From an optimization exercise on the open Yosys and OpenROAD flow, aimed at small area; shortcuts taken in it are not production practice. In this exercise RTL edits were held to simulation tests only and were not proved equivalent to the original. Power is estimated from default activity; no workload was simulated.

===== flow/flow/run.sh =====
#!/bin/bash
# The standard layout, with two changes: ports are buffered with the
# smallest buffer, and the clock tree uses fewer, smaller buffers and no
# dummy loads. ORFS writes each step's log under orfs/logs; the make output
# goes to flow.log here.
set -euo pipefail
export BUFFER_PORTS_ARGS="-buffer_cell sky130_fd_sc_hd__buf_1"
export CTS_ARGS="-sink_clustering_enable -repair_clock_nets -dont_use_dummy_load -buf_list sky130_fd_sc_hd__clkbuf_4 -sink_clustering_size 10 -sink_clustering_max_diameter 40"
bash standard.sh > flow.log 2>&1

===== flow/standard.sh =====
#!/bin/bash
# synth_recipe.tcl (not shown) runs the flow's synth.tcl, then flattens the netlist and writes it again
# the make line also repeats each setting of config.mk as NAME=value (left out here)
make -C /OpenROAD-flow-scripts/flow DESIGN_CONFIG=/design/flow/config.mk WORK_HOME=/design/flow/orfs CLKGATE_MAP_FILE= SYNTH_SCRIPT=/design/flow/synth_recipe.tcl "${@:-finish}"

===== flow/config.mk =====
export PLATFORM = sky130hd
export DESIGN_NAME = pcs_rx_top
export DESIGN_NICKNAME = pcs_rx_top
export VERILOG_FILES = /design/flow/design.v
export SDC_FILE = /design/flow/constraint.sdc
export NUM_CORES = 4
export LEC_CHECK = 0
export CAP_MARGIN = 20
export CORE_MARGIN = 2
export CORE_UTILIZATION = 40
export SLEW_MARGIN = 20

===== flow/constraint.sdc =====
create_clock -name core_clock -period 4.0 [get_ports {clk}]
set_input_delay 0.8000 -clock core_clock [delete_from_list [all_inputs] [get_ports {clk}]]
set_output_delay 0.8000 -clock core_clock [all_outputs]
set_load 0.01 [all_outputs]

===== flow/design.v =====
`default_nettype none
`default_nettype wire
`default_nettype none
module pcs_rx_top (
	input wire logic                    clk,
	input wire logic                    rst_i,
	input wire logic                    blk_v_i,
	input wire logic [2-1:0]  head_i,
	input wire logic [64-1:0]  data_i,
	input wire logic                    hold_i,  
	output logic                        ovf_o,   
	output logic                        blk_v_o,
	output logic                        ctrl_v_o,
	output logic                        idle_v_o,
	output logic [((0) ? 1 : 2)-1:0] start_v_o,
	output logic                        term_v_o,
	output logic                        err_v_o,
	output logic                        ord_v_o,
	output logic [64-1:0]      data_o,
	output logic [(64 / 8)-1:0]      keep_o
);
localparam int DW    = 64;
localparam int HW    = 2;
localparam int BW    = HW + DW;
localparam int DEPTH = 8;
localparam int HIST_W = 58;
localparam int TAP_N  = 39;
logic [HIST_W-1:0]    hist_q;
logic                 clr_q;
logic [HIST_W-1:0]    hist;
logic [HIST_W+DW-1:0] stream;
logic [DW-1:0]        descr;
assign hist   = hist_q & {HIST_W{~clr_q}};
assign stream = {data_i, hist};
always_comb begin
	for (int i = 0; i < DW; i++) begin
		descr[i] = stream[HIST_W + i] ^ stream[HIST_W - TAP_N + i] ^ stream[i];
	end
end
always_ff @(posedge clk) begin
	if (blk_v_i) hist_q <= data_i[DW-1:DW-HIST_W];
end
always_ff @(posedge clk) begin
	clr_q <= rst_i | (clr_q & ~blk_v_i);
end
logic [BW-1:0]    mem [DEPTH];  
logic [DEPTH-1:0] occ_q;        
logic             pend_q;       
logic             drop_q;       
logic             rd_v_q;
logic [BW-1:0]    rd_blk_q;
logic             rd_en;
logic             full_nx;      
logic             shift;
logic             wr;
logic [DEPTH-1:0] sel;          
logic [BW-1:0]    rd_mux;
assign rd_en   = (occ_q[1] | (occ_q[0] & ~pend_q)) & ~hold_i;
assign full_nx = occ_q[DEPTH-1] & ~rd_en;
assign shift   = blk_v_i & ~full_nx;
assign wr      = shift & ~rst_i;
always_ff @(posedge clk) begin
	if (shift) begin
		mem[0] <= {head_i, descr};
		for (int j = 1; j < DEPTH; j++) mem[j] <= mem[j-1];
	end
end
always_ff @(posedge clk) begin
	if (rst_i) begin
		occ_q  <= '0;
		pend_q <= 1'b0;
		drop_q <= 1'b0;
		ovf_o  <= 1'b0;
		rd_v_q <= 1'b0;
	end else begin
		case ({wr, rd_en})
			2'b10:   occ_q <= {occ_q[DEPTH-2:0], 1'b1};
			2'b01:   occ_q <= {1'b0, occ_q[DEPTH-1:1]};
			default: occ_q <= occ_q;
		endcase
		pend_q <= wr;
		drop_q <= blk_v_i & full_nx;
		ovf_o  <= drop_q;
		rd_v_q <= rd_en;
	end
end
always_comb begin
	for (int j = 0; j < DEPTH; j++) begin
		sel[j] = occ_q[j] & ~((j < DEPTH-1) ? occ_q[(j+1) % DEPTH] : 1'b0);
	end
	rd_mux = '0;
	for (int j = 0; j < DEPTH; j++) begin
		rd_mux = rd_mux | (mem[j] & {BW{sel[j]}});
	end
end
always_ff @(posedge clk) begin
	rd_blk_q <= rd_mux;
end
logic          blk_v_q;
logic [HW-1:0] head_q;
logic [DW-1:0] data_q;
logic [7:0]    bt;
logic          hd, hc;
logic          idle_t, ord_t, st0_t, st4_t, term_t, known;
always_ff @(posedge clk) begin
	if (rst_i) blk_v_q <= 1'b0;
	else       blk_v_q <= rd_v_q;
end
always_ff @(posedge clk) begin
	head_q <= rd_blk_q[BW-1 -: HW];
	data_q <= rd_blk_q[DW-1:0];
end
assign bt     = data_q[7:0];
assign hd     = head_q == 2'b01;
assign hc     = head_q == 2'b10;
assign idle_t = bt == 8'h1e;
assign ord_t  = bt == 8'h4b;
assign st0_t  = bt == 8'h78;
assign st4_t  = bt == 8'h33;
assign term_t = bt == 8'h87 | bt == 8'h99 | bt == 8'haa | bt == 8'hb4 |
                bt == 8'hcc | bt == 8'hd2 | bt == 8'he1 | bt == 8'hff;
assign known  = idle_t | ord_t | st0_t | st4_t | term_t;
assign ctrl_v_o     = blk_v_q & ~hd;
assign idle_v_o     = blk_v_q & hc & idle_t;
assign ord_v_o      = blk_v_q & hc & ord_t;
assign start_v_o[0] = blk_v_q & hc & st0_t;
assign start_v_o[1] = blk_v_q & hc & st4_t;
assign term_v_o     = blk_v_q & hc & term_t;
assign err_v_o      = blk_v_q & ~hd & ~(hc & known);
assign blk_v_o      = blk_v_q;
assign data_o       = data_q;
assign keep_o[0] = bt[6] | bt[5] | bt[4];
assign keep_o[1] = bt[6] | bt[5];
assign keep_o[2] = bt[6] | (bt[5] & bt[4]);
assign keep_o[3] = bt[6];
assign keep_o[4] = bt[6] & (bt[5] | bt[4]);
assign keep_o[5] = bt[6] & bt[5];
assign keep_o[6] = bt[6] & bt[5] & bt[4];
assign keep_o[7] = 1'b0;
endmodule
`default_nettype wire

==> results of run 1 <==
-- synthesized netlist by cell type (all sizes together), types with 2 or more instances --
library cell / count / share of area, %
or4: 3 / 0.10
nand3: 67 / 1.3
a21o: 2 / 0.059
clkbuf: 51 / 0.76
mux2i: 6 / 0.24
dfxtp: 146 / 12
a21oi: 10 / 0.20
nand2: 4 / 0.059
a22oi: 134 / 4.0
nor2b: 31 / 0.77
edfxtp: 586 / 70
buf: 21 / 0.42
xnor2: 89 / 3.1
nor3: 2 / 0.040
inv: 6 / 0.089
nand2b: 4 / 0.099
nor2: 60 / 0.89
a22o: 66 / 2.3
o21ai: 2 / 0.040
nor3b: 4 / 0.14
xor2: 40 / 1.4
a221oi: 67 / 2.3
and3: 2 / 0.049
or3: 2 / 0.069
-- power groups by stage --
stage               logic [mW]  clock network, mW  registers (mW)
floorplan                0.455                  0            9.37
global placement         0.836                  0            9.39
detailed placement       0.846                  0            9.42
CTS                      0.848               3.63            9.25
global route             0.916               3.91            9.31
finish                   0.840               3.47            9.24
-- cells by family (layout without fill, tap and decap cells) --
logic type,after synthesis,after routing,synth area share (%)
xor+xnor,129,129,4.467
simple gates,185,185,3.745
fa+ha+maj,1,1,0.04946
compound gates,288,288,9.093
other cells,1,6,0.01483
flops,732,732,81.13
buf+inv,78,285,1.261
mux,6,6,0.2375
-- cell type report --
class	count	area, um2	share of cell area (%)
sequential	732	20520	73.88
multi-input combinational	610	4528	16.30
tap	846	1059	3.810
timing repair buffer	177	870.8	3.134
clock buffer	102	765.7	2.756
inverter	6	22.52	0.08106
antenna	5	12.51	0.04503
-- registers in the layout, indices dropped and copies added, names as in the netlist --
name,count
drop_q,1
blk_v_q,1
rd_blk_q,66
rd_v_q,1
head_q,2
occ_q,8
ovf_o,1
hist_q,58
clr_q,1
data_q,64
mem,528
pend_q,1
-- cell usage in the layout, fill, tap and decap left out, types with 2 or more instances in the layout --
master      n
edfxtp_1  586
buf_1     148
dfxtp_1   144
a22oi_1   134
clkbuf_4  102
xnor2_1    89
nand3_1    67
a221oi_1   67
a22o_1     66
nor2_1     59
xor2_1     40
nor2b_1    25
buf_4      20
a21oi_1     9
buf_12      8
inv_1       6
mux2i_1     6
nor2b_4     6
diode_2     5
nand2_1     4
nand2b_1    4
nor3b_1     3
nor3_1      2
or4_1       2
a21o_1      2
and3_1      2
-- critical path, stage by stage, from the launching register on --
cell	delay, ps
dfxtp_1	550
nand2_1	140
o31a_1	270
or4_1	390
a31oi_1	160
o21ba_1	160
buf_1	120
-- layer usage --
layer | global-route usage [%] | part of all wire [%] | vias to the layer above
met2 | 25.72 | 45 | 497
met1 | 24.03 | 44 | 6664
li1 | - | - | 5973
met5 | 0 | 0 | -
met3 | 4.008 | 8.2 | 89
met4 | 5.653 | 2.1 | 0
-- path summary, 6_finish.rpt --
path	slack [ps]	to	from
worst min-delay path	150	hist_q[28]	data_i[34]
worst max register to register	1740	occ_q[1]	occ_q[7]
worst min register to register	290	data_q[52]	rd_blk_q[52]
worst max-delay path	550	err_v_o	data_q[5]
-- metrics by stage --
| step | setup WS (ps) | area [um2] | std cells | utilization [%] |
|---|---|---|---|---|
| 3_5_place_dp | 1369 | 26980 | 2370 | 43.01 |
| 5_1_grt | 247.5 | 27780 | 2478 | 44.29 |
| 3_3_place_gp | 1442 | 26980 | 2370 | 43.01 |
| 4_1_cts | 432.3 | 27750 | 2472 | 44.23 |
| 6_report | 546.7 | 27780 | 2478 | 44.29 |
| 2_1_floorplan | -6068 | 25310 | 1420 | - |
==> results by group, run 1 <==
Pwr
  • Pwr dens: 487.8 mW/mm2
  • Tot Pwr: 13.55 mW
  • Leakage: 9.219 nW
  • Sequential Power Share: 68.2%
  • Psw: 3.189 mW
  • Comb power frac: 6.2%
  • Clock power share: 25.6%
  • Pint: 10.36 mW
  • Worst vdd ir: 277.0 uV
  • Switching portion of total power: 23.53%

GRT
  • Largest net degree at the start of global routing: 147
  • Vias in the first global route: 13400
  • First-pass GRT wire length: 84.04 mm
  • Overflow after GRT: 0
  • GRT Util Overall: 16.93%
  • Initial antenna violation count: 3

Die
  • CORE AREA: 0.06274 mm2
  • Width of the die: 255.5 um
  • Die ar.: 0.06526 mm2
  • Initial core utilization: 40.32%
  • Die Y: 255.5 um
  • Ports: 151
  • Site row count: 92

STA
  • Final TNS setup: 0 ps
  • Setup violations, final: 0
  • Slew margin rel.: 29.74%
  • Slew @ Worst Pin: 1052 ps
  • Hold slack: 151.9 ps
  • Final hold vios: 0
  • Fin Clk Skew: 95.24 ps
  • Min cycle time layout: 3453 ps
  • Slew Limit Fails: 0
  • RSZ-0062 raised after global routing: no
  • Fmax: 289.6 MHz
  • Final period util: 86.33%

Job
  • Max-Cap Viols: 0

Worst setup path
  • Critical Path AT: 2650 ps
  • Critical path class: reg2out
  • Critical path required time: 3200 ps
  • Worst-case reg-to-reg path depth: 7
  • Crit. End Element: output port
  • Worst-path maximum fanout: 13
  • Startpoint Class: register

Hold path
  • Hold path cells: 1
  • Hold Path Class: in2reg

Route
  • Avg WL per Cell: 22.62 um
  • Initial drt markers: 1418
  • Via count: 13220
  • DRT Wirelength: 56.04 mm
  • Number of nets with antenna violations after routing: 0
  • DRC Markers: 0
  • Drt via density: 5.336
  • Drt first pass iters: 5

Clock network
  • CTS tree: done
  • Post-CTS sizing: 0
  • Post-CTS setup buffer count: 0
  • H-tree depth: 3
  • Worst-Skew Late Latency: 880 ps
  • Num CTS Buffers: 102
  • Clk root buf: clkbuf_4
  • Clock tree buffer depth: 3
  • Num Clock Sinks: 732
  • CTS hold repair buffers: 0
  • Clock transition at path regs: 100 ps

Yosys
  • Synthesis-stage register bit count: 732
  • Asr flop ratio synth: 0%
  • Post-Syn Instances: 1420
  • Post-synth cell types: 45
  • Synth Flop Type: edfxtp_1
  • Post-synth EDFFs: 586
  • Syn. warnings: 2
  • Mapped Area: 0.02529 mm2
  • Seq/Total Area, Yosys: 81.13%
  • Syn_nets: 1491
  • Avg Inst Size Synth: 17.81 um2

Placed design
  • Port Buffers: 149
  • Final HPWL DP: 33.69 mm
  • Gpl congestion: 0.7968

Final layout
  • Area growth syn-to-layout: 9.850%
  • Nets@finish: 1700
  • Layout fillers: 5578
  • Share of cells above drive strength 1: 9.035%

Status
  • Status: no timing/DRC/antenna violations
==> run 2, diff against run 1 <==
--- a/flow/config.mk
+++ b/flow/config.mk
@@ -8,4 +8,4 @@
 export CAP_MARGIN = 20
 export CORE_MARGIN = 2
-export CORE_UTILIZATION = 40
+export CORE_UTILIZATION = 60
 export SLEW_MARGIN = 20
==> run 2 against run 1 <==
Against the previous run:
- clock power is 6.1% lower
- fmax increased by 3.6%
- sequential share of layout area is 1.4 points higher
- first-iteration DRC count is 2.5% lower
- non-clock buffer count fell by 7
- final cell count down 13%
- clock-buffer cell count is 10 lower
- clock skew rose by 4.4 ps
- area after synthesis is the same
- via count up 0.46%
- flip-flop and latch count is the same
- setup slack improved by 120 ps
- largest power group unchanged
==> results by group, run 2 <==
Die
  • Site row count: 75
  • Ports: 151
  • Initial core utilization: 60.57%
  • Die ar.: 0.04381 mm2
  • CORE AREA: 0.04176 mm2
  • Die Y: 209.3 um
  • Width of the die: 209.3 um

Clock network
  • Num CTS Buffers: 92
  • Post-CTS sizing: 0
  • Post-CTS setup buffer count: 0
  • CTS tree: done
  • Clock tree buffer depth: 3
  • Clock transition at path regs: 100 ps
  • Num Clock Sinks: 732
  • H-tree depth: 3
  • Worst-Skew Late Latency: 830 ps
  • CTS hold repair buffers: 0
  • Clk root buf: clkbuf_4

GRT
  • GRT Util Overall: 24.33%
  • Largest net degree at the start of global routing: 149
  • First-pass GRT wire length: 78.75 mm
  • Initial antenna violation count: 4
  • Overflow after GRT: 0
  • Vias in the first global route: 12760

Route
  • Drt first pass iters: 5
  • Initial drt markers: 1382
  • Avg WL per Cell: 24.57 um
  • Via count: 13280
  • DRC Markers: 0
  • DRT Wirelength: 52.83 mm
  • Drt via density: 6.179
  • Number of nets with antenna violations after routing: 0

Final layout
  • Layout fillers: 3020
  • Share of cells above drive strength 1: 8.075%
  • Most common cell after layout, fill and taps aside: edfxtp_1
  • Nets@finish: 1683
  • Area growth syn-to-layout: 7.727%
  • Register with the most flip-flops: mem
  • Most frequent cells in the layout: 586 x edfxtp_1, 148 x buf_1, 144 x dfxtp_1
  • Largest registers: mem x528, rd_blk_q x66, data_q x64
  • Max FFs per register: 528
  • Final Core Density: 65.25%
  • Design Area, Final: 0.02725 mm2

Yosys
  • Syn. warnings: 2
  • Syn_nets: 1491
  • Yosys top cell area share: 69.58%
  • Synthesis-stage register bit count: 732
  • Post-synth cell types: 45
  • Count leader, synth: edfxtp_1
  • Synth area leaders: edfxtp_1 70%, dfxtp_1 12%, a22oi_1 4.0%
  • Mux share of post-synthesis cell area: 0.2375%
  • Post-Syn Instances: 1420
  • Xor and xnor area share after synthesis: 4.467%
  • Synth Flop Type: edfxtp_1
  • Seq/Total Area, Yosys: 81.13%
  • Post-synth EDFFs: 586
  • Post-Synth Adder-Cell Area: 0.04947%
  • Avg Inst Size Synth: 17.81 um2
  • Asr flop ratio synth: 0%
  • Compound-Gate Fraction of Synth Area: 9.093%
  • Largest family of logic cells by synthesized area: compound AO/OA/AOI/OAI gates
  • Post-Synth Simple-Gate Area: 3.745%
  • Biggest area consumer among synthesized cells: edfxtp_1
  • Post-synth top cells: 586 x edfxtp_1, 146 x dfxtp_1, 134 x a22oi_1
  • Mapped Area: 0.02529 mm2

Worst setup path
  • Worst Setup SP: data_q[5]
  • Crit. End Element: output port
  • Startpoint Class: register
  • Worst-case reg-to-reg path depth: 5
  • Critical Path AT: 2530 ps
  • Critical path class: reg2out
  • Critical path required time: 3200 ps
  • Worst-path maximum fanout: 13
  • Reg-to-Reg Start: occ_q[0]

STA
  • Fmax: 300.0 MHz
  • RSZ-0062 raised after global routing: no
  • Final hold vios: 0
  • Final period util: 83.33%
  • Fin Clk Skew: 99.63 ps
  • Slew @ Worst Pin: 1126 ps
  • Final TNS setup: 0 ps
  • Min cycle time layout: 3333 ps
  • Setup violations, final: 0
  • Slew Limit Fails: 0
  • Slew margin rel.: 24.93%

Pwr
  • Pwr dens: 488.8 mW/mm2
  • Leakage: 9.130 nW
  • Worst vdd ir: 307.7 uV

Placed design
  • Port Buffers: 149
  • Final HPWL DP: 31.46 mm
  • Placement Cell Area: 0.02655 mm2
  • Gpl congestion: 0.7682

Hold path
  • Hold Path Class: in2reg
  • Min-delay src: head_i[1]
  • Hold path cells: 1

Status
  • Status: no timing/DRC/antenna violations

Job
  • Max-Cap Viols: 0
## run 2: cell counts after synthesis
No cell type changed its count.
## run 2: power breakdown
group	switching [mW]	internal, mW	total (mW)
registers	0.329	8.91	9.24
logic	0.534	0.284	0.818
clock network	2.20	1.06	3.26
## run 2: area by class of cell
cell class / instances / area, um2 / area share, %
Multi-Input combinational cell: 610 / 4528 / 16.62
Antenna cell: 1 / 2.502 / 0.009184
Inverter: 6 / 22.52 / 0.08266
Sequential cell: 732 / 20520 / 75.32
Tap cell: 539 / 674.4 / 2.475
Clock buffer: 92 / 690.7 / 2.535
Timing Repair Buffer: 170 / 805.8 / 2.957
## run 2: critical path, stage by stage (launching register included)
cell     delay (ps)
dfxtp_1         550
nand2_1         150
o31a_1          270
or4_1           390
a31oi_1         160
o21ba_1         160
buf_1           120
## run 2: cell families (layout without fill, tap and decap cells)
| kind of cell | after synthesis | in the layout |
|---|---|---|
| flip-flops | 732 | 732 |
| buffers and inverters | 78 | 268 |
| other | 1 | 2 |
| XOR/XNOR | 129 | 129 |
| adder cells (fa/ha/maj) | 1 | 1 |
| AO/OA/AOI/OAI | 288 | 288 |
| multiplexers | 6 | 6 |
| AND/OR/NAND/NOR | 185 | 185 |
## run 2: worst paths after layout
path | endpoint | slack (ps)
worst min-delay path | mem[0][65] | 180
worst max-delay path | err_v_o | 670
worst max register to register | mem[7][58] | 1730
worst min register to register | data_q[48] | 310
## run 2: through the flow
stage | power (mW) | cells | hold WS (ps) | setup WS (ps)
after floorplan | 9.826 | 1420 | 309.6 | -6068
after global placement | 10.20 | 2057 | 310.2 | 1381
after global routing | 13.87 | 2150 | 101.6 | 401.8
final | 13.32 | 2150 | 177.6 | 666.8
after CTS | 13.45 | 2149 | 94.78 | 553.2
after detailed placement | 10.23 | 2057 | 312.1 | 1371
## run 2: routing by layer
layer	up-vias	GRT usage [%]	share of wire, %
li1	5924	-	-
met4	0	6.207	1.5
met3	68	5.073	7.8
met1	6727	38.65	46
met2	565	34.74	44
met5	-	0	0
==> run 3, diff against run 2 <==
--- a/flow/config.mk
+++ b/flow/config.mk
@@ -8,4 +8,4 @@
 export CAP_MARGIN = 20
 export CORE_MARGIN = 2
-export CORE_UTILIZATION = 60
+export CORE_UTILIZATION = 75
 export SLEW_MARGIN = 20
==> run 3 against run 2 <==
Against the previous run:
- still clean on timing, DRC and antenna
- utilization rose by 16 points
- setup slack got worse by 59 ps
- global-route usage rose by 4.8 points
- final area shrank 0.28%
- area after synthesis did not move
- flip-flop and latch count unchanged
- critical path depth did not move
- final cell count fell by 4.1%
- sequential share of layout area up 0.21 points
- clock power decreased by 4%
- fmax decreased by 1.7%
- critical path type unchanged
==> results by group, run 3 <==
Status
  • Status: no timing/DRC/antenna violations

GRT
  • Initial antenna violation count: 5
  • First-pass GRT wire length: 76.00 mm
  • Vias in the first global route: 13120
  • GRT Util Overall: 29.09%
  • Overflow after GRT: 0
  • Largest net degree at the start of global routing: 72

Worst setup path
  • Critical path class: reg2out
  • Crit. End Element: output port
  • Worst-path maximum fanout: 13
  • Critical path required time: 3200 ps
  • Critical Path AT: 2590 ps
  • Startpoint Class: register

Yosys
  • Post-synth top cells: 586 x edfxtp_1, 146 x dfxtp_1, 134 x a22oi_1
  • Seq/Total Area, Yosys: 81.13%
  • Biggest area consumer among synthesized cells: edfxtp_1
  • Syn. warnings: 2
  • Post-Syn Instances: 1420
  • Avg Inst Size Synth: 17.81 um2
  • Mapped Area: 0.02529 mm2
  • Post-synth EDFFs: 586
  • Syn_nets: 1491
  • Asr flop ratio synth: 0%
  • Synth area leaders: edfxtp_1 70%, dfxtp_1 12%, a22oi_1 4.0%
  • Yosys top cell area share: 69.58%
  • Synth Flop Type: edfxtp_1
  • Synthesis-stage register bit count: 732
  • Post-synth cell types: 45
  • Count leader, synth: edfxtp_1

Route
  • Initial drt markers: 1452
  • Drt via density: 6.513
  • DR WL met2: 23.00 mm
  • Top sig layer: met4
  • Avg WL per Cell: 24.50 um
  • Drt first pass iters: 7
  • Met3 WL: 5.641 mm
  • DRC Markers: 0
  • Number of nets with antenna violations after routing: 0
  • Via count: 13430
  • DRT Wirelength: 50.52 mm
  • WL met1: 20.68 mm

Final layout
  • Largest registers: mem x528, rd_blk_q x66, data_q x64
  • Share of cells above drive strength 1: 8.132%
  • Area growth syn-to-layout: 7.426%
  • Final cell count without fillers: 2062
  • Area taken by multi-input logic gates: 0.004528 mm2
  • Most common cell after layout, fill and taps aside: edfxtp_1
  • Final Core Density: 81.43%
  • Nets@finish: 1684
  • Register with the most flip-flops: mem
  • Most frequent cells in the layout: 586 x edfxtp_1, 148 x buf_1, 144 x dfxtp_1
  • FF+latch area: 0.02052 mm2
  • Layout fillers: 1788
  • Max FFs per register: 528

Placed design
  • Gpl congestion: 0.8414
  • Final HPWL DP: 31.15 mm
  • Port Buffers: 149
  • Placed Cells incl. Taps: 1974

STA
  • Fmax: 294.8 MHz
  • Slew Limit Fails: 0
  • Fin Clk Skew: 60.49 ps
  • Slew margin rel.: 27.37%
  • Slew @ Worst Pin: 1089 ps
  • Final hold vios: 0
  • Final TNS setup: 0 ps
  • Min cycle time layout: 3392 ps
  • Final period util: 84.80%
  • Setup violations, final: 0
  • RSZ-0062 raised after global routing: no

Pwr
  • Leakage: 9.153 nW
  • Worst vdd ir: 421.9 uV
  • Pwr dens: 485.6 mW/mm2
  • Tot Pwr: 13.19 mW

Die
  • Site row count: 67
  • CORE AREA: 0.03336 mm2
  • Ports: 151
  • Initial core utilization: 75.80%
  • Die Y: 187.6 um
  • Die ar.: 0.03521 mm2
  • Width of the die: 187.6 um

Clock network
  • H-tree depth: 3
  • Num CTS Buffers: 85
  • CTS hold repair buffers: 0
  • CTS tree: done
  • Clk root buf: clkbuf_4
  • Post-CTS sizing: 0
  • Worst-Skew Late Latency: 810 ps
  • Num Clock Sinks: 732
  • Clock transition at path regs: 100 ps
  • Clock tree buffer depth: 3
  • Post-CTS setup buffer count: 0

Hold path
  • Hold Path Class: in2reg

Job
  • Max-Cap Viols: 0
==> run 3: cell counts after synthesis <==
Identical to the previous run, type by type.
==> run 3: worst max-delay path: stages, from the launching register on <==
cell and delay [ps]:
dfxtp_1 540, nand2_1 150, o31a_1 280, or4_1 400
a31oi_1 160, o21ba_1 160, buf_1 120
==> run 3: path summary, 6_finish.rpt <==
kind,start,endpoint,slack [ps],cells after the start
hold reg to reg,rd_blk_q[54],data_q[54],330,0
hold / removal,data_i[25],hist_q[19],220,1
setup / recovery,data_q[5],err_v_o,610,6
setup reg to reg,occ_q[0],mem[6][14],1660,6
==> run 3: logic make-up (layout without fill, tap and decap cells) <==
| logic type | Yosys count | count (layout) | share of synthesized area [%] |
|---|---|---|---|
| simple gates | 185 | 185 | 3.745 |
| other cells | 1 | 4 | 0.01483 |
| compound gates | 288 | 288 | 9.093 |
| xor+xnor | 129 | 129 | 4.467 |
| mux | 6 | 6 | 0.2375 |
| flops | 732 | 732 | 81.13 |
| buf+inv | 78 | 269 | 1.261 |
| fa+ha+maj | 1 | 1 | 0.04946 |
==> run 3: area by class of cell <==
| type | instances | share of cell area (%) |
|---|---|---|
| multi-input cells | 610 | 16.67 |
| clock buffers | 85 | 2.349 |
| well taps | 448 | 2.063 |
| flip-flops and latches | 732 | 75.53 |
| inverters | 6 | 0.08289 |
| repair buffers | 178 | 3.279 |
| diodes | 3 | 0.02763 |
==> run 3: layer usage <==
metal / track usage [%] / up-vias
met1: 43.64 / 6607
met5: 0 / -
met4: 9.055 / 0
li1: - / 5945
met2: 42.61 / 788
met3: 8.198 / 89
==> run 3: through the flow <==
stage / cell area [um2] / hold slack [ps] / setup slack (ps)
after global routing: 27170 / 182.0 / 461.1
after detailed placement: 26520 / 312.1 / 1314
after floorplan: 25310 / 309.6 / -6068
after global placement: 26520 / 310.4 / 1350
final: 27170 / 224.6 / 608.0
after CTS: 27160 / 151.5 / 585.2
==> run 3: where the power goes <==
group          switching, mW  total [mW]  leakage, nW  internal (mW)
logic                  0.537       0.829         1.83          0.292
clock network           2.16        3.14        0.391          0.980
registers              0.324        9.23         6.94           8.91
==> run 4, diff against run 3 <==
==> flow/run.sh (new file) <==
#!/bin/bash
# synth_recipe.tcl (not shown) runs the flow's synth.tcl, then flattens the netlist and writes it again
# the make line also repeats each setting of config.mk as NAME=value (left out here)
make -C /OpenROAD-flow-scripts/flow DESIGN_CONFIG=/design/flow/config.mk WORK_HOME=/design/flow/orfs CLKGATE_MAP_FILE= SYNTH_SCRIPT=/design/flow/synth_recipe.tcl finish
--- a/flow/config.mk
+++ b/flow/config.mk
@@ -8,4 +8,4 @@
 export CAP_MARGIN = 20
 export CORE_MARGIN = 2
-export CORE_UTILIZATION = 75
+export CORE_UTILIZATION = 40
 export SLEW_MARGIN = 20
removed: flow/flow/run.sh
removed: flow/standard.sh
==> run 4 against run 3 <==
Against the previous run:
- still clean on timing, DRC and antenna
- power increased by 28%
- fmax decreased by 4.9%
- flip-flop and latch count unchanged
- combinational power increased by 22%
- final cell count increased by 21%
- highest routed layer unchanged
==> results by group, run 4 <==
Clock network
  • CTS hold repair buffers: 0
  • CTS tree: done
  • Clock tree buffer depth: 3
  • Post-CTS setup buffer count: 0
  • Post-CTS sizing: 0
  • Clk root buf: clkbuf_16
  • Num Clock Sinks: 732
  • Clock transition at path regs: 60 ps
  • Worst-Skew Late Latency: 610 ps
  • H-tree depth: 3
  • Num CTS Buffers: 75

Worst setup path
  • Critical path required time: 3200 ps
  • Buf/Inv on CP: 1
  • Worst-path maximum fanout: 10
  • Startpoint Class: register
  • Critical Path AT: 2770 ps
  • Crit. End Element: output port
  • Crit-path cells: nand2_1 -> o31a_1 -> or4_1 -> a31oi_1 -> o21ba_1 -> clkdlybuf4s50_1
  • Delay-heaviest family, CP: compound AO/OA/AOI/OAI gates
  • CP peak stage delay: 520 ps
  • Slowest CP cell: dfxtp_1
  • Critical path class: reg2out

Placed design
  • Final HPWL DP: 33.25 mm
  • Placement Cell Area: 0.02789 mm2
  • Port Buffers: 149
  • Gpl congestion: 0.7713

STA
  • Setup violations, final: 0
  • Final TNS setup: 0 ps
  • Fmax: 280.4 MHz
  • Final hold vios: 0
  • Slew Limit Fails: 0
  • RSZ-0062 raised after global routing: no
  • Min cycle time layout: 3566 ps
  • Hold slack: 321.8 ps
  • Slew margin rel.: 27.09%
  • Fin Clk Skew: 21.92 ps
  • Final period util: 89.16%
  • Slew @ Worst Pin: 1094 ps

Yosys
  • Post-synth EDFFs: 586
  • Mapped Area: 0.02529 mm2
  • Post-Syn Instances: 1420
  • Yosys top cell area share: 69.58%
  • Post-synth cell types: 45
  • Synth Flop Type: edfxtp_1
  • Syn. warnings: 2
  • Avg Inst Size Synth: 17.81 um2
  • Syn_nets: 1491
  • Asr flop ratio synth: 0%
  • Seq/Total Area, Yosys: 81.13%
  • Synth area leaders: edfxtp_1 70%, dfxtp_1 12%, a22oi_1 4.0%
  • Synthesis-stage register bit count: 732
  • Post-synth top cells: 586 x edfxtp_1, 146 x dfxtp_1, 134 x a22oi_1
  • Biggest area consumer among synthesized cells: edfxtp_1
  • Count leader, synth: edfxtp_1

Hold path
  • Hold Path Class: reg2reg

Route
  • Via count: 13220
  • Number of nets with antenna violations after routing: 0
  • Avg WL per Cell: 22.53 um
  • DRC Markers: 0
  • Drt via density: 5.296
  • Initial drt markers: 1225
  • Drt first pass iters: 5
  • DRT Wirelength: 56.25 mm

Job
  • Max-Cap Viols: 0

Die
  • CORE AREA: 0.06274 mm2
  • Site row count: 92
  • Ports: 151
  • Width of the die: 255.5 um
  • Die ar.: 0.06526 mm2
  • Initial core utilization: 40.32%
  • Die Y: 255.5 um

Final layout
  • Nets@finish: 1663
  • Max FFs per register: 528
  • Most frequent cells in the layout: 586 x edfxtp_1, 148 x clkdlybuf4s50_1, 144 x dfxtp_1
  • Largest registers: mem x528, rd_blk_q x66, data_q x64
  • Share of cells above drive strength 1: 8.359%
  • Design Area, Final: 0.03023 mm2
  • # diodes: 0
  • Register with the most flip-flops: mem
  • Area growth syn-to-layout: 19.54%
  • Most common cell after layout, fill and taps aside: edfxtp_1

GRT
  • First-pass GRT wire length: 84.10 mm
  • Overflow after GRT: 0
  • Initial antenna violation count: 3
  • Largest net degree at the start of global routing: 163
  • Vias in the first global route: 13330
  • GRT Util Overall: 16.91%

Pwr
  • Pwr dens: 559.5 mW/mm2
  • Tot Pwr: 16.92 mW
  • Switching portion of total power: 21.80%
  • Sequential Power Share: 54.6%
  • Worst vdd ir: 330.7 uV
  • Psw: 3.688 mW
  • Pint: 13.23 mW
  • Leakage: 10.22 nW
  • Comb power frac: 6.0%
  • Clock power share: 39.4%

Status
  • Status: no timing/DRC/antenna violations
-- run 4: cell counts after synthesis --
No cell type changed its count.
-- run 4: worst paths after layout --
path	start	end	slack, ps	cells past startpoint
worst min-delay path	rd_blk_q[60]	data_q[60]	320	0
worst max register to register	occ_q[7]	rd_blk_q[18]	1710	5
worst min register to register	rd_blk_q[60]	data_q[60]	320	0
worst max-delay path	data_q[0]	err_v_o	430	6
-- run 4: per-stage QoR --
stage          std cells  utilization, %  setup slack (ps)
3_5_place_dp        2361           44.46              1033
3_3_place_gp        2361           44.46              1139
6_report            2497           48.19             433.7
4_1_cts             2497           48.19             395.2
2_1_floorplan       1420               -             -6068
5_1_grt             2497           48.19             270.6
-- run 4: worst register-to-register path: cells and delay by family, from the launching register on --
kind                   cells  cell delay (ps)
DFF                        1              880
buffers and inverters      1              320
and+or+nand+nor            2              450
AOI/OAI and AO/OA          2              520
-- run 4: kinds of logic (layout without fill, tap and decap cells) --
| family | count (synthesis) | after routing | share of synthesized area [%] |
|---|---|---|---|
| and+or+nand+nor | 185 | 185 | 3.745 |
| AOI/OAI and AO/OA | 288 | 288 | 9.093 |
| muxes | 6 | 6 | 0.2375 |
| buffers and inverters | 78 | 309 | 1.261 |
| xor gates and xnor gates | 129 | 129 | 4.467 |
| other | 1 | 1 | 0.01483 |
| adders and majority gates | 1 | 1 | 0.04946 |
| DFF | 732 | 732 | 81.13 |
-- run 4: area by class of cell --
cell class              count  area [um2]
clock buffers             109        2148
multi-input cells         610        4528
inverters                   6       22.52
fillers                  5208       32500
repair buffers            167        1759
flip-flops and latches    732       20520
clock inverters            27       195.2
well taps                 846        1059
-- run 4: power groups by stage --
stage / combinational, mW / sequential, mW / clock [mW]
floorplan: 0.455 / 9.37 / 0
global placement: 1.01 / 9.37 / 0
finish: 1.01 / 9.24 / 6.67
detailed placement: 1.02 / 9.40 / 0
global route: 1.08 / 9.31 / 7.12
CTS: 1.02 / 9.25 / 6.85
-- run 4: metal layers --
layer,track usage (%),part of all wire [%],up-vias
li1,-,-,5928
met1,23.65,44,6731
met2,26.59,47,493
met3,3.542,7.2,72
met4,5.344,2.0,0
met5,0,0,-
==> run 5, diff against run 4 <==
--- a/flow/config.mk
+++ b/flow/config.mk
@@ -6,4 +6,5 @@
 export NUM_CORES = 4
 export LEC_CHECK = 0
+export ABC_AREA = 1
 export CAP_MARGIN = 20
 export CORE_MARGIN = 2
==> run 5 against run 4 <==
Against the previous run:
- still clean on timing, DRC and antenna
- flip-flop and latch count unchanged
- clock-buffer cell count down 14
- utilization down 0.15 points
- sequential power up 18%
- power up 28%
- hold slack better by 2.7 ps
- clock skew up 2.8 ps
- final cell count up 15%
- fmax up 12%
- critical path type unchanged
- critical endpoint unchanged
- largest power group unchanged
- highest routed layer unchanged
==> results by group, run 5 <==
Status
  • Status: no timing/DRC/antenna violations

Clock network
  • Clk root buf: clkbuf_16
  • H-tree depth: 3
  • Post-CTS setup buffer count: 0
  • Clock transition at path regs: 60 ps
  • Post-CTS sizing: 0
  • Worst-Skew Late Latency: 620 ps
  • Clock tree buffer depth: 3
  • CTS hold repair buffers: 0
  • Num CTS Buffers: 77
  • Num Clock Sinks: 732
  • CTS tree: done

Placed design
  • Final HPWL DP: 35.16 mm
  • Port Buffers: 149
  • Placed Cells incl. Taps: 2722
  • Place WS: 1022 ps
  • Placement Cell Area: 0.02842 mm2
  • Gpl congestion: 0.8081

Yosys
  • Synthesis-stage register bit count: 732
  • Asr flop ratio synth: 0%
  • Synth Flop Type: edfxtp_1
  • Yosys top cell area share: 67.73%
  • Post-synth cell types: 29
  • Post-synth top cells: 586 x edfxtp_1, 427 x nand2_1, 146 x dfxtp_1
  • Count leader, synth: edfxtp_1
  • Mapped Area: 0.02598 mm2
  • Syn. warnings: 2
  • Post-Syn Instances: 1758
  • Biggest area consumer among synthesized cells: edfxtp_1
  • Synth area leaders: edfxtp_1 68%, dfxtp_1 11%, nand2_1 6.2%
  • Post-synth EDFFs: 586
  • Seq/Total Area, Yosys: 78.98%
  • Syn_nets: 1829
  • Avg Inst Size Synth: 14.78 um2

Die
  • Die Y: 258.9 um
  • Initial core utilization: 40.38%
  • Site row count: 93
  • Ports: 151
  • Die ar.: 0.06701 mm2
  • Width of the die: 258.9 um
  • CORE AREA: 0.06435 mm2

STA
  • Final worst setup slack: 814.1 ps
  • Fmax: 313.9 MHz
  • RSZ-0062 raised after global routing: no
  • Fin Clk Skew: 24.67 ps
  • Final period util: 79.65%
  • Min cycle time layout: 3186 ps
  • Setup violations, final: 0
  • Slew margin rel.: 36.28%
  • Slew Limit Fails: 0
  • Slew @ Worst Pin: 954.4 ps
  • Final hold vios: 0

Pwr
  • Comb power frac: 17.7%
  • Pint: 15.75 mW
  • Clock power share: 32.2%
  • Switching portion of total power: 27.51%
  • Leakage: 11.18 nW
  • Pwr dens: 702.8 mW/mm2
  • Worst vdd ir: 380.6 uV
  • Psw: 5.977 mW
  • Sequential Power Share: 50.1%

Final layout
  • Layout fillers: 5453
  • FF+latch area: 0.02052 mm2
  • # diodes: 0
  • Nets@finish: 2017
  • Final cell count without fillers: 2862
  • Area growth syn-to-layout: 18.99%
  • Most frequent cells in the layout: 586 x edfxtp_1, 427 x nand2_1, 148 x clkdlybuf4s50_1
  • Largest registers: mem x528, rd_blk_q x66, data_q x64
  • Design Area, Final: 0.03092 mm2
  • Register with the most flip-flops: mem
  • Share of cells above drive strength 1: 8.371%
  • Max FFs per register: 528
  • Area taken by multi-input logic gates: 0.004757 mm2
  • Most common cell after layout, fill and taps aside: edfxtp_1

Worst setup path
  • CP peak stage delay: 550 ps
  • Critical path required time: 3200 ps
  • Cell mode on critical path: nand2_1
  • Crit. End Element: output port
  • Slowest CP cell: clkdlybuf4s50_1
  • Critical Path AT: 2390 ps
  • Worst-path maximum fanout: 7
  • Startpoint Class: register
  • Critical path class: reg2out
  • Crit-path cells: inv_1 -> nand2_1 -> nor2_1 -> nand2_1 -> nand2_1 -> nor2_1 -> nand3_1 -> a21oi_1 -> clkdlybuf4s50_1

Route
  • Drt via density: 4.991
  • Via count: 14290
  • Avg WL per Cell: 19.78 um
  • DRC Markers: 0
  • DRT Wirelength: 56.61 mm
  • Drt first pass iters: 7
  • Number of nets with antenna violations after routing: 0
  • Initial drt markers: 1339

GRT
  • Largest net degree at the start of global routing: 144
  • GRT Util Overall: 16.92%
  • Vias in the first global route: 14310
  • First-pass GRT wire length: 86.85 mm
  • Overflow after GRT: 0
  • Initial antenna violation count: 2

Hold path
  • Hold Path Class: reg2reg

Job
  • Max-Cap Viols: 0
[run 5: cell families after synthesis]
logic type               after synthesis  synth area share, %
XOR/XNOR                             128                4.315
AND/OR/NAND/NOR                      542                8.321
other                                  1              0.01443
AO/OA/AOI/OAI                        199                5.543
buffers and inverters                155                2.783
adder cells (fa/ha/maj)                1              0.04815
flip-flops                           732                78.98
[run 5: layer usage]
layer	up-vias	part of all wire [%]	GRT usage, %
li1	6633	-	-
met1	7147	47	25.06
met2	447	46	25.49
met3	58	5.9	2.964
met4	0	1.7	5.154
met5	-	0	0
[run 5: worst paths after layout]
kind | startpoint | end | slack, ps | cells past startpoint
setup reg to reg | occ_q[1] | rd_blk_q[55] | 1610 | 8
hold reg to reg | rd_blk_q[55] | data_q[55] | 320 | 0
setup / recovery | data_q[6] | err_v_o | 810 | 9
hold / removal | rd_blk_q[55] | data_q[55] | 320 | 0
[run 5: layout make-up]
class	instances	share of cell area, %
repair buffers	175	5.601
well taps	855	3.460
clock inverters	45	1.081
flip-flops and latches	732	66.38
inverters	89	1.089
multi-input cells	871	15.39
clock buffers	95	7.006
[run 5: stage by stage]
step	power, mW	TNS (ps)	util, %	hold slack (ps)
2_1_floorplan	13.06	-2806520	-	309.6
3_3_place_gp	14.83	0	44.16	312.1
3_5_place_dp	14.93	0	44.16	312.1
4_1_cts	21.99	0	48.04	326.5
5_1_grt	22.72	0	48.04	327.5
6_report	21.73	0	48.04	324.6
[run 5: power by group through the flow]
stage	combinational (mW)	sequential [mW]	clock [mW]
floorplan	1.91	11.1	0
global placement	3.84	11.0	0
detailed placement	3.88	11.1	0
CTS	3.90	10.9	7.17
global route	4.17	11.1	7.47
finish	3.84	10.9	6.99
[run 5: critical path: cells and delay by family (launching register included)]
family                 cells  cell delay, ps
AO/OA/AOI/OAI              1             140
buffers and inverters      2             720
flip-flops                 1             440
AND/OR/NAND/NOR            6             490
==> run 6, diff against run 5 <==
--- a/flow/config.mk
+++ b/flow/config.mk
@@ -6,7 +6,9 @@
 export NUM_CORES = 4
 export LEC_CHECK = 0
-export ABC_AREA = 1
 export CAP_MARGIN = 20
 export CORE_MARGIN = 2
 export CORE_UTILIZATION = 40
+export CTS_BUF_LIST = sky130_fd_sc_hd__clkbuf_8
+export CTS_CLUSTER_DIAMETER = 50
+export CTS_CLUSTER_SIZE = 16
 export SLEW_MARGIN = 20
==> run 6 against run 5 <==
Against the previous run:
- sequential share of layout area up 3.3 points
- largest cell class unchanged
- clock-buffer cell count down 22
- critical path depth down 3
- still clean on timing, DRC and antenna
- global-route usage about the same
- clock skew up 19 ps
- via count down 8.3%
- critical endpoint unchanged
==> results by group, run 6 <==
Pwr
  • Comb power frac: 6.6%
  • Tot Pwr: 15.27 mW
  • Sequential Power Share: 60.4%
  • Leakage: 9.906 nW
  • Psw: 3.546 mW
  • Worst vdd ir: 306.9 uV
  • Pint: 11.72 mW
  • Clock power share: 33.0%
  • Pwr dens: 518.4 mW/mm2
  • Switching portion of total power: 23.23%

Clock network
  • CTS tree: done
  • Num Clock Sinks: 732
  • Clock tree buffer depth: 3
  • Clock transition at path regs: 90 ps
  • Clk root buf: clkbuf_8
  • H-tree depth: 3
  • Num CTS Buffers: 67
  • Worst-Skew Late Latency: 700 ps
  • Post-CTS sizing: 0
  • Post-CTS setup buffer count: 0
  • CTS hold repair buffers: 0

GRT
  • Vias in the first global route: 13120
  • Largest net degree at the start of global routing: 163
  • Initial antenna violation count: 4
  • First-pass GRT wire length: 83.55 mm
  • Overflow after GRT: 0
  • GRT Util Overall: 16.90%

Final layout
  • Most common cell after layout, fill and taps aside: edfxtp_1
  • Largest registers: mem x528, rd_blk_q x66, data_q x64
  • Final cell count without fillers: 2487
  • FF+latch area: 0.02052 mm2
  • Layout fillers: 5282
  • Area taken by multi-input logic gates: 0.004528 mm2
  • Max FFs per register: 528
  • Share of cells above drive strength 1: 8.725%
  • Area growth syn-to-layout: 16.45%
  • Final Core Density: 46.95%
  • Nets@finish: 1655
  • Most frequent cells in the layout: 586 x edfxtp_1, 148 x clkdlybuf4s50_1, 144 x dfxtp_1
  • Register with the most flip-flops: mem

Yosys
  • Synthesis-stage register bit count: 732
  • Post-synth cell types: 45
  • Post-synth top cells: 586 x edfxtp_1, 146 x dfxtp_1, 134 x a22oi_1
  • Asr flop ratio synth: 0%
  • Synth area leaders: edfxtp_1 70%, dfxtp_1 12%, a22oi_1 4.0%
  • Post-Syn Instances: 1420
  • Seq/Total Area, Yosys: 81.13%
  • Mapped Area: 0.02529 mm2
  • Yosys top cell area share: 69.58%
  • Syn. warnings: 2
  • Syn_nets: 1491
  • Synth Flop Type: edfxtp_1
  • Post-synth EDFFs: 586
  • Avg Inst Size Synth: 17.81 um2
  • Count leader, synth: edfxtp_1
  • Biggest area consumer among synthesized cells: edfxtp_1

Status
  • Status: no timing/DRC/antenna violations

Worst setup path
  • Worst-path maximum fanout: 13
  • Critical Path AT: 2860 ps
  • Critical path class: reg2out
  • Startpoint Class: register
  • Crit. End Element: output port
  • FF-to-FF setup slack: 1720 ps
  • Critical path required time: 3200 ps

STA
  • Setup violations, final: 0
  • Min cycle time layout: 3661 ps
  • Slew Limit Fails: 0
  • Final worst setup slack: 338.7 ps
  • Final hold vios: 0
  • Fmax: 273.1 MHz
  • Fin Clk Skew: 43.71 ps
  • Slew margin rel.: 26.71%
  • RSZ-0062 raised after global routing: no
  • Final period util: 91.53%
  • Slew @ Worst Pin: 1099 ps

Placed design
  • Placed Cells incl. Taps: 2361
  • Port Buffers: 149
  • Final HPWL DP: 33.25 mm
  • Place WS: 1033 ps
  • Gpl congestion: 0.7713

Die
  • Site row count: 92
  • Ports: 151
  • Width of the die: 255.5 um
  • Die ar.: 0.06526 mm2
  • CORE AREA: 0.06274 mm2
  • Initial core utilization: 40.32%
  • Die Y: 255.5 um

Route
  • Number of nets with antenna violations after routing: 0
  • Initial drt markers: 1240
  • Drt first pass iters: 5
  • DRT Wirelength: 55.93 mm
  • Avg WL per Cell: 22.49 um
  • Via count: 13090
  • Drt via density: 5.265
  • DRC Markers: 0

Job
  • Max-Cap Viols: 0

Hold path
  • Hold Path Class: reg2reg
run 6: power by group through the flow:
| stage | Combinational, mW | Clock (mW) | Sequential, mW |
|---|---|---|---|
| 6_report | 1.01 | 5.04 | 9.22 |
| 5_1_grt | 1.08 | 5.47 | 9.30 |
| 4_1_cts | 1.02 | 5.22 | 9.24 |
| 3_5_place_dp | 1.02 | 0 | 9.40 |
| 3_3_place_gp | 1.01 | 0 | 9.37 |
| 2_1_floorplan | 0.455 | 0 | 9.37 |
run 6: stage by stage:
stage          hold WS (ps)  area, um2  TNS [ps]
5_1_grt               338.6      29450         0
6_report              332.3      29450         0
4_1_cts               332.0      29450         0
2_1_floorplan         309.6      25310  -3203700
3_5_place_dp          312.1      27890         0
3_3_place_gp          313.1      27890         0
run 6: cell type report:
| class | instances | area share (%) |
|---|---|---|
| antenna | 2 | 0.01699 |
| tap | 846 | 3.594 |
| sequential | 732 | 69.68 |
| clock inverter | 51 | 1.873 |
| inverter | 6 | 0.07647 |
| multi-input combinational | 610 | 15.37 |
| clock buffer | 73 | 3.411 |
| timing repair buffer | 167 | 5.973 |
run 6: logic make-up after synthesis:
group,after synthesis,share of synthesized area [%]
flip-flops,732,81.13
AO/OA/AOI/OAI,288,9.093
AND/OR/NAND/NOR,185,3.745
XOR/XNOR,129,4.467
buffers and inverters,78,1.261
multiplexers,6,0.2375
adder cells (fa/ha/maj),1,0.04946
other,1,0.01483
run 6: worst paths after layout:
path / from / endpoint / cells past startpoint
worst max register to register: occ_q[7] / occ_q[6] / 7
worst max-delay path: data_q[5] / err_v_o / 6
worst min register to register: rd_blk_q[64] / head_q[0] / 0
worst min-delay path: rd_blk_q[64] / head_q[0] / 0
run 6: per-layer routing:
| layer | track usage [%] | vias to the layer above | wire, um |
|---|---|---|---|
| li1 | - | 5902 | - |
| met1 | 23.81 | 6701 | 25060 |
| met2 | 26.40 | 426 | 26280 |
| met3 | 3.452 | 65 | 3477 |
| met4 | 5.409 | 0 | 1118 |
| met5 | 0 | - | 0 |
run 6: critical path, stage by stage, from the launching register on:
cell,delay [ps]
dfxtp_1,530
nand2_1,140
o31a_1,290
or4_1,400
a31oi_1,170
o21ba_1,170
clkdlybuf4s50_1,470
==> run 7, diff against run 6 <==
--- a/flow/config.mk
+++ b/flow/config.mk
@@ -9,6 +9,6 @@
 export CORE_MARGIN = 2
 export CORE_UTILIZATION = 40
-export CTS_BUF_LIST = sky130_fd_sc_hd__clkbuf_8
-export CTS_CLUSTER_DIAMETER = 50
-export CTS_CLUSTER_SIZE = 16
+export CTS_BUF_LIST = sky130_fd_sc_hd__clkbuf_16
+export CTS_CLUSTER_DIAMETER = 60
+export CTS_CLUSTER_SIZE = 30
 export SLEW_MARGIN = 20
==> run 7 against run 6 <==
Against the previous run:
- fmax rose by 2.3%
- final cell count is 1.8% lower
- critical path depth did not move
- flip-flop and latch count is the same
- non-clock buffer count unchanged
- largest cell class unchanged
- largest power group unchanged
==> results by group, run 7 <==
Status
  • Status: no timing/DRC/antenna violations

GRT
  • Initial antenna violation count: 4
  • First-pass GRT wire length: 83.08 mm
  • GRT Util Overall: 16.64%
  • GR Layer Usage met1: 23.56%
  • Overflow after GRT: 0
  • Vias in the first global route: 12970
  • Met3 Use GR: 3.383%
  • Largest net degree at the start of global routing: 163
  • Most Crowded Layer GR: met2
  • M2 GR Usage: 26.50%

Route
  • Via count: 13000
  • Drt via density: 5.324
  • Avg WL per Cell: 22.71 um
  • Number of nets with antenna violations after routing: 0
  • DRT Wirelength: 55.43 mm
  • Drt first pass iters: 5
  • Initial drt markers: 1319
  • DRC Markers: 0

Clock network
  • Clk root buf: clkbuf_16
  • CTS tree: done
  • Clock transition at path regs: 100 ps
  • Worst-Skew Late Latency: 610 ps
  • Post-CTS sizing: 0
  • Num CTS Buffers: 43
  • Post-CTS setup buffer count: 0
  • H-tree depth: 2
  • Clock tree buffer depth: 3
  • Num Clock Sinks: 732
  • CTS hold repair buffers: 0

Final layout
  • Share of cells above drive strength 1: 7.147%
  • Most frequent cells in the layout: 586 x edfxtp_1, 148 x clkdlybuf4s50_1, 144 x dfxtp_1
  • Area growth syn-to-layout: 16.79%
  • Nets@finish: 1631
  • Max FFs per register: 528
  • Final Core Density: 47.08%
  • Register with the most flip-flops: mem
  • Largest registers: mem x528, rd_blk_q x66, data_q x64
  • Final cell count without fillers: 2441
  • Most common cell after layout, fill and taps aside: edfxtp_1
  • # diodes: 0

Yosys
  • Count leader, synth: edfxtp_1
  • Asr flop ratio synth: 0%
  • Synthesis-stage register bit count: 732
  • Synth Flop Type: edfxtp_1
  • Post-synth top cells: 586 x edfxtp_1, 146 x dfxtp_1, 134 x a22oi_1
  • Post-Syn Instances: 1420
  • Seq/Total Area, Yosys: 81.13%
  • Avg Inst Size Synth: 17.81 um2
  • Syn_nets: 1491
  • Synth area leaders: edfxtp_1 70%, dfxtp_1 12%, a22oi_1 4.0%
  • Post-synth cell types: 45
  • Syn. warnings: 2
  • Post-synth EDFFs: 586
  • Biggest area consumer among synthesized cells: edfxtp_1
  • Yosys top cell area share: 69.58%
  • Mapped Area: 0.02529 mm2

Hold path
  • Hold Path Class: reg2reg

Die
  • Die Y: 255.5 um
  • Ports: 151
  • Die ar.: 0.06526 mm2
  • Width of the die: 255.5 um
  • Site row count: 92
  • Initial core utilization: 40.32%
  • CORE AREA: 0.06274 mm2

STA
  • Fin Clk Skew: 24.95 ps
  • Final hold vios: 0
  • RSZ-0062 raised after global routing: no
  • Final period util: 89.51%
  • Slew @ Worst Pin: 1115 ps
  • Slew margin rel.: 25.67%
  • Min cycle time layout: 3580 ps
  • Fmax: 279.3 MHz
  • Slew Limit Fails: 0
  • Setup violations, final: 0

Worst setup path
  • Worst-path maximum fanout: 13
  • Slowest CP cell: dfxtp_1
  • Startpoint Class: register
  • Crit. End Element: output port
  • FF-to-FF setup slack: 1720 ps
  • Critical path class: reg2out
  • Critical path required time: 3200 ps
  • CP peak stage delay: 530 ps
  • Critical Path AT: 2780 ps
  • Crit-path cells: nand2_1 -> o31a_1 -> or4_1 -> a31oi_1 -> o21ba_1 -> clkdlybuf4s50_1

Pwr
  • Worst vdd ir: 343.2 uV
  • Pwr dens: 527.8 mW/mm2
  • Leakage: 9.878 nW

Placed design
  • Gpl congestion: 0.7713
  • Placed Cells incl. Taps: 2361
  • Port Buffers: 149
  • Final HPWL DP: 33.25 mm

Job
  • Max-Cap Viols: 0
## run 7: changes by cell type in the layout (fill, tap and decap cells not counted), moves of 3 or more
cell / before / now
clkinvlp_4: 5 / 1
inv_1: 19 / 6
bufinv_16: 9 / 3
clkinv_4: 4 / 1
inv_16: 0 / 5
inv_12: 1 / 10
clkinv_2: 4 / 0
clkbuf_8: 73 / 0
clkinv_8: 0 / 4
clkbuf_16: 0 / 44
inv_6: 9 / 6
## run 7: cells by family (layout without fill, tap and decap cells)
group / count (synthesis) / in the layout / synth area share [%]
AO/OA/AOI/OAI: 288 / 288 / 9.093
flip-flops: 732 / 732 / 81.13
other: 1 / 1 / 0.01483
adder cells (fa/ha/maj): 1 / 1 / 0.04946
multiplexers: 6 / 6 / 0.2375
buffers and inverters: 78 / 253 / 1.261
AND/OR/NAND/NOR: 185 / 185 / 3.745
XOR/XNOR: 129 / 129 / 4.467
## run 7: layout make-up
cell class	instances	area, um2
inverters	6	22.52
well taps	846	1059
clock inverters	36	546.8
clock buffers	44	1101
repair buffers	167	1759
multi-input cells	610	4528
flip-flops and latches	732	20520
fillers	5236	33200
## run 7: final timing paths
check,start,end,cells after the start
setup reg to reg,occ_q[7],rd_blk_q[18],5
hold / removal,rd_blk_q[12],data_q[12],0
setup / recovery,data_q[5],err_v_o,6
hold reg to reg,rd_blk_q[12],data_q[12],0
## run 7: where the power goes
group | total (mW) | switching (mW) | internal (mW)
sequential | 9.22 | 0.317 | 8.91
combinational | 1.01 | 0.561 | 0.446
clock | 5.36 | 2.89 | 2.46
total | 15.6 | 3.77 | 11.8
## run 7: critical path: cells and delay by family (launching register included)
| family | cells | cell delay [ps] |
|---|---|---|
| flops | 1 | 530 |
| compound gates | 3 | 640 |
| simple gates | 2 | 540 |
| buf+inv | 1 | 470 |
## run 7: routing by layer
layer  up-vias  wire (um)  share of wire [%]
li1       5851          -                  -
met1      6650      24520                 44
met2       432      26160                 47
met3        64       3809                6.9
met4         0        933                1.7
met5         -          0                  0
## run 7: metrics by stage
step | TNS (ps) | total power, mW | setup WS, ps | hold slack [ps] | area [um2]
after CTS | 0 | 15.78 | 370.4 | 332.3 | 29540
after floorplan | -3203700 | 9.826 | -6068 | 309.6 | 25310
final | 0 | 15.59 | 419.5 | 331.5 | 29540
after detailed placement | 0 | 10.43 | 1033 | 312.1 | 27890
after global placement | 0 | 10.39 | 1139 | 313.1 | 27890
after global routing | 0 | 16.15 | 235.5 | 336.0 | 29540
==> run 8, diff against run 7 <==
==> flow/flow/run.sh (new file) <==
#!/bin/bash
# The standard layout, with two changes: ports are buffered with the
# smallest buffer, and the clock tree uses fewer, smaller buffers and no
# dummy loads. ORFS writes each step's log under orfs/logs; the make output
# goes to flow.log here.
set -euo pipefail
export BUFFER_PORTS_ARGS="-buffer_cell sky130_fd_sc_hd__buf_1"
export CTS_ARGS="-sink_clustering_enable -repair_clock_nets -dont_use_dummy_load -buf_list sky130_fd_sc_hd__clkbuf_8 -sink_clustering_size 16 -sink_clustering_max_diameter 50"
bash standard.sh > flow.log 2>&1
==> flow/standard.sh (new file) <==
#!/bin/bash
# synth_recipe.tcl (not shown) runs the flow's synth.tcl, then flattens the netlist and writes it again
# the make line also repeats each setting of config.mk as NAME=value (left out here)
make -C /OpenROAD-flow-scripts/flow DESIGN_CONFIG=/design/flow/config.mk WORK_HOME=/design/flow/orfs CLKGATE_MAP_FILE= SYNTH_SCRIPT=/design/flow/synth_recipe.tcl "${@:-finish}"
--- a/flow/config.mk
+++ b/flow/config.mk
@@ -9,6 +9,3 @@
 export CORE_MARGIN = 2
 export CORE_UTILIZATION = 40
-export CTS_BUF_LIST = sky130_fd_sc_hd__clkbuf_16
-export CTS_CLUSTER_DIAMETER = 60
-export CTS_CLUSTER_SIZE = 30
 export SLEW_MARGIN = 20
removed: flow/run.sh
==> run 8 against run 7 <==
Against the previous run:
- non-clock buffer count is 10 higher
- sequential share of layout area increased by 3.9 points
- hold slack got worse by 12 ps
- area after synthesis stayed put
- register-to-register slack improved by 30 ps
- die area stayed put
- combinational power shrank 17%
==> results by group, run 8 <==
Yosys
  • Avg Inst Size Synth: 17.81 um2
  • Synthesis-stage register bit count: 732
  • Post-synth top cells: 586 x edfxtp_1, 146 x dfxtp_1, 134 x a22oi_1
  • Biggest area consumer among synthesized cells: edfxtp_1
  • Synth area leaders: edfxtp_1 70%, dfxtp_1 12%, a22oi_1 4.0%
  • Syn. warnings: 2
  • Mapped Area: 0.02529 mm2
  • Post-synth cell types: 45
  • Mux share of post-synthesis cell area: 0.2375%
  • Asr flop ratio synth: 0%
  • Count leader, synth: edfxtp_1
  • Xor and xnor area share after synthesis: 4.467%
  • Largest family of logic cells by synthesized area: compound AO/OA/AOI/OAI gates
  • Post-Synth Adder-Cell Area: 0.04947%
  • Compound-Gate Fraction of Synth Area: 9.093%
  • Seq/Total Area, Yosys: 81.13%
  • Post-synth EDFFs: 586
  • Yosys top cell area share: 69.58%
  • Synth Flop Type: edfxtp_1
  • Post-Synth Simple-Gate Area: 3.745%
  • Syn_nets: 1491
  • Post-Syn Instances: 1420

Final layout
  • Max FFs per register: 528
  • Most common cell after layout, fill and taps aside: edfxtp_1
  • Register with the most flip-flops: mem
  • Area growth syn-to-layout: 10.55%
  • Largest registers: mem x528, rd_blk_q x66, data_q x64
  • Share of cells above drive strength 1: 7.152%
  • Final cell count without fillers: 2442
  • Design Area, Final: 0.02796 mm2
  • Nets@finish: 1667
  • Most frequent cells in the layout: 586 x edfxtp_1, 148 x buf_1, 144 x dfxtp_1

Placed design
  • Placement Cell Area: 0.02698 mm2
  • Placed Cells incl. Taps: 2370
  • Gpl congestion: 0.7968
  • Final HPWL DP: 33.69 mm
  • Port Buffers: 149

Clock network
  • CTS hold repair buffers: 0
  • Num Clock Sinks: 732
  • Clock transition at path regs: 90 ps
  • Num CTS Buffers: 69
  • Post-CTS sizing: 0
  • CTS tree: done
  • Worst-Skew Late Latency: 660 ps
  • Post-CTS setup buffer count: 0
  • H-tree depth: 3
  • Clk root buf: clkbuf_8
  • Clock tree buffer depth: 3

Pwr
  • Psw: 3.158 mW
  • Comb power frac: 6.0%
  • Pwr dens: 497.3 mW/mm2
  • Pint: 10.74 mW
  • Worst vdd ir: 228.5 uV
  • Sequential Power Share: 66.5%
  • Switching portion of total power: 22.72%
  • Tot Pwr: 13.90 mW
  • Leakage: 9.246 nW
  • Clock power share: 27.5%

STA
  • Setup violations, final: 0
  • Final hold vios: 0
  • Slew margin rel.: 29.78%
  • Fin Clk Skew: 96.95 ps
  • Min cycle time layout: 3181 ps
  • Slew @ Worst Pin: 1051 ps
  • RSZ-0062 raised after global routing: no
  • Fmax: 314.4 MHz
  • Slew Limit Fails: 0
  • Final period util: 79.52%

GRT
  • M2 GR Usage: 25.43%
  • GR Layer Usage met1: 24.22%
  • GRT Util Overall: 16.78%
  • Most Crowded Layer GR: met2
  • Met3 Use GR: 3.562%
  • Overflow after GRT: 0
  • First-pass GRT wire length: 83.26 mm
  • Largest net degree at the start of global routing: 147
  • Vias in the first global route: 13070
  • Initial antenna violation count: 3

Die
  • Site row count: 92
  • Width of the die: 255.5 um
  • Ports: 151
  • Die ar.: 0.06526 mm2
  • CORE AREA: 0.06274 mm2
  • Initial core utilization: 40.32%
  • Die Y: 255.5 um

Route
  • Initial drt markers: 1489
  • DRT Wirelength: 55.53 mm
  • Drt first pass iters: 5
  • DRC Markers: 0
  • Via count: 13040
  • Drt via density: 5.341
  • Avg WL per Cell: 22.74 um
  • Number of nets with antenna violations after routing: 0

Job
  • Max-Cap Viols: 0

Worst setup path
  • Worst-path maximum fanout: 13
  • Startpoint Class: register
  • Critical path required time: 3200 ps
  • Crit. End Element: output port
  • Critical path class: reg2out
  • Critical Path AT: 2380 ps

Status
  • Status: no timing/DRC/antenna violations

Hold path
  • Hold Path Class: reg2reg
==> run 8: cell types whose count changed in the layout (fill, tap and decap cells not counted), sizes merged <==
| cell | change |
|---|---|
| clkinv | -6 |
| buf | +157 |
| bufinv | -3 |
| clkdlybuf4s50 | -148 |
| inv | -26 |
| clkinvlp | -1 |
| diode | +2 |
| clkbuf | +26 |
==> run 8: path summary, 6_finish.rpt <==
path / end / startpoint / slack (ps) / cells after the start
max reg2reg: mem[2][57] / occ_q[0] / 1750 / 6
max: err_v_o / data_q[5] / 820 / 6
min: data_q[42] / rd_blk_q[42] / 320 / 0
min reg2reg: data_q[42] / rd_blk_q[42] / 320 / 0
==> run 8: per-stage QoR <==
| step | TNS (ps) | hold WS, ps | utilization (%) | setup WS (ps) |
|---|---|---|---|---|
| finish | 0 | 319.1 | 44.57 | 819.2 |
| global route | 0 | 320.2 | 44.56 | 555.7 |
| CTS | 0 | 299.9 | 44.52 | 750.5 |
| detailed placement | 0 | 312.1 | 43.01 | 1369 |
| global placement | 0 | 311.3 | 43.01 | 1442 |
| floorplan | -3203700 | 309.6 | - | -6068 |
==> run 8: cell type report <==
cell class | instances | area [um2]
diodes | 2 | 5.005
clock buffers | 69 | 949.7
fillers | 5545 | 34780
inverters | 6 | 22.52
multi-input cells | 610 | 4528
flip-flops and latches | 732 | 20520
well taps | 846 | 1059
repair buffers | 177 | 870.8
==> run 8: per-layer routing <==
layer / vias to the layer above / share of wire [%]
li1: 5862 / -
met1: 6632 / 45
met4: 0 / 2.3
met3: 86 / 6.9
met5: - / 0
met2: 463 / 45
==> run 8: critical path, cell delays in order, from the launching register on <==
cell     delay, ps
dfxtp_1        530
nand2_1        140
o31a_1         270
or4_1          400
a31oi_1        150
o21ba_1        160
buf_1          120
==> run 8: power by group through the flow <==
stage	logic [mW]	registers, mW	clock network, mW
CTS	0.847	9.25	3.99
finish	0.839	9.24	3.82
floorplan	0.455	9.37	0
global route	0.915	9.32	4.24
detailed placement	0.846	9.42	0
global placement	0.836	9.39	0
==> run 8: kinds of logic (layout without fill, tap and decap cells) <==
family                   Yosys count  after routing
flip-flops                       732            732
AO/OA/AOI/OAI                    288            288
AND/OR/NAND/NOR                  185            185
XOR/XNOR                         129            129
buffers and inverters             78            252
multiplexers                       6              6
adder cells (fa/ha/maj)            1              1
other                              1              3

-- separate check: timing with driven ports --
In the flow no input, the clock included, has a driving cell. The finished layouts below were timed again as built, in two steps.
Step 1 (the two cells are an assumption about what drives the block):
set clk [get_ports {clk}]
set_driving_cell -lib_cell sky130_fd_sc_hd__clkbuf_16 $clk
set_driving_cell -lib_cell sky130_fd_sc_hd__buf_2 [delete_from_list [all_inputs] $clk]
Step 2 times the ports against the registers' clock, not the clock port: input delays grow and output delays shrink by t, the midpoint of the rising clock arrivals with the driver on.
Three values: ideal, step 1, step 2; two values: the first two.
run	shift t [ns]	setup WS [ns]	worst hold slack (ns)	worst register clock-pin slew, ns	cell pins on the clock port's net
run 1	0.888	0.547 / 0.482 / 1.314	0.152 / 0.114 / 0.287	0.11 / 0.11	1
run 2	0.834	0.667 / 0.614 / 1.298	0.178 / 0.165 / 0.311	0.11 / 0.11	1
run 3	0.831	0.608 / 0.559 / 1.269	0.225 / 0.209 / 0.331	0.12 / 0.12	1
run 4	0.663	0.434 / 0.372 / 1.000	0.322 / 0.322 / 0.322	0.07 / 0.07	1
run 5	0.665	0.814 / 0.758 / 0.969	0.325 / 0.325 / 0.325	0.07 / 0.07	1
run 6	0.732	0.339 / 0.278 / 0.990	0.332 / 0.332 / 0.332	0.10 / 0.10	1
run 7	0.661	0.420 / 0.358 / 0.988	0.332 / 0.332 / 0.332	0.11 / 0.11	1
run 8	0.680	0.819 / 0.759 / 1.319	0.319 / 0.319 / 0.319	0.10 / 0.10	1
After both steps every run listed still meets setup and hold.
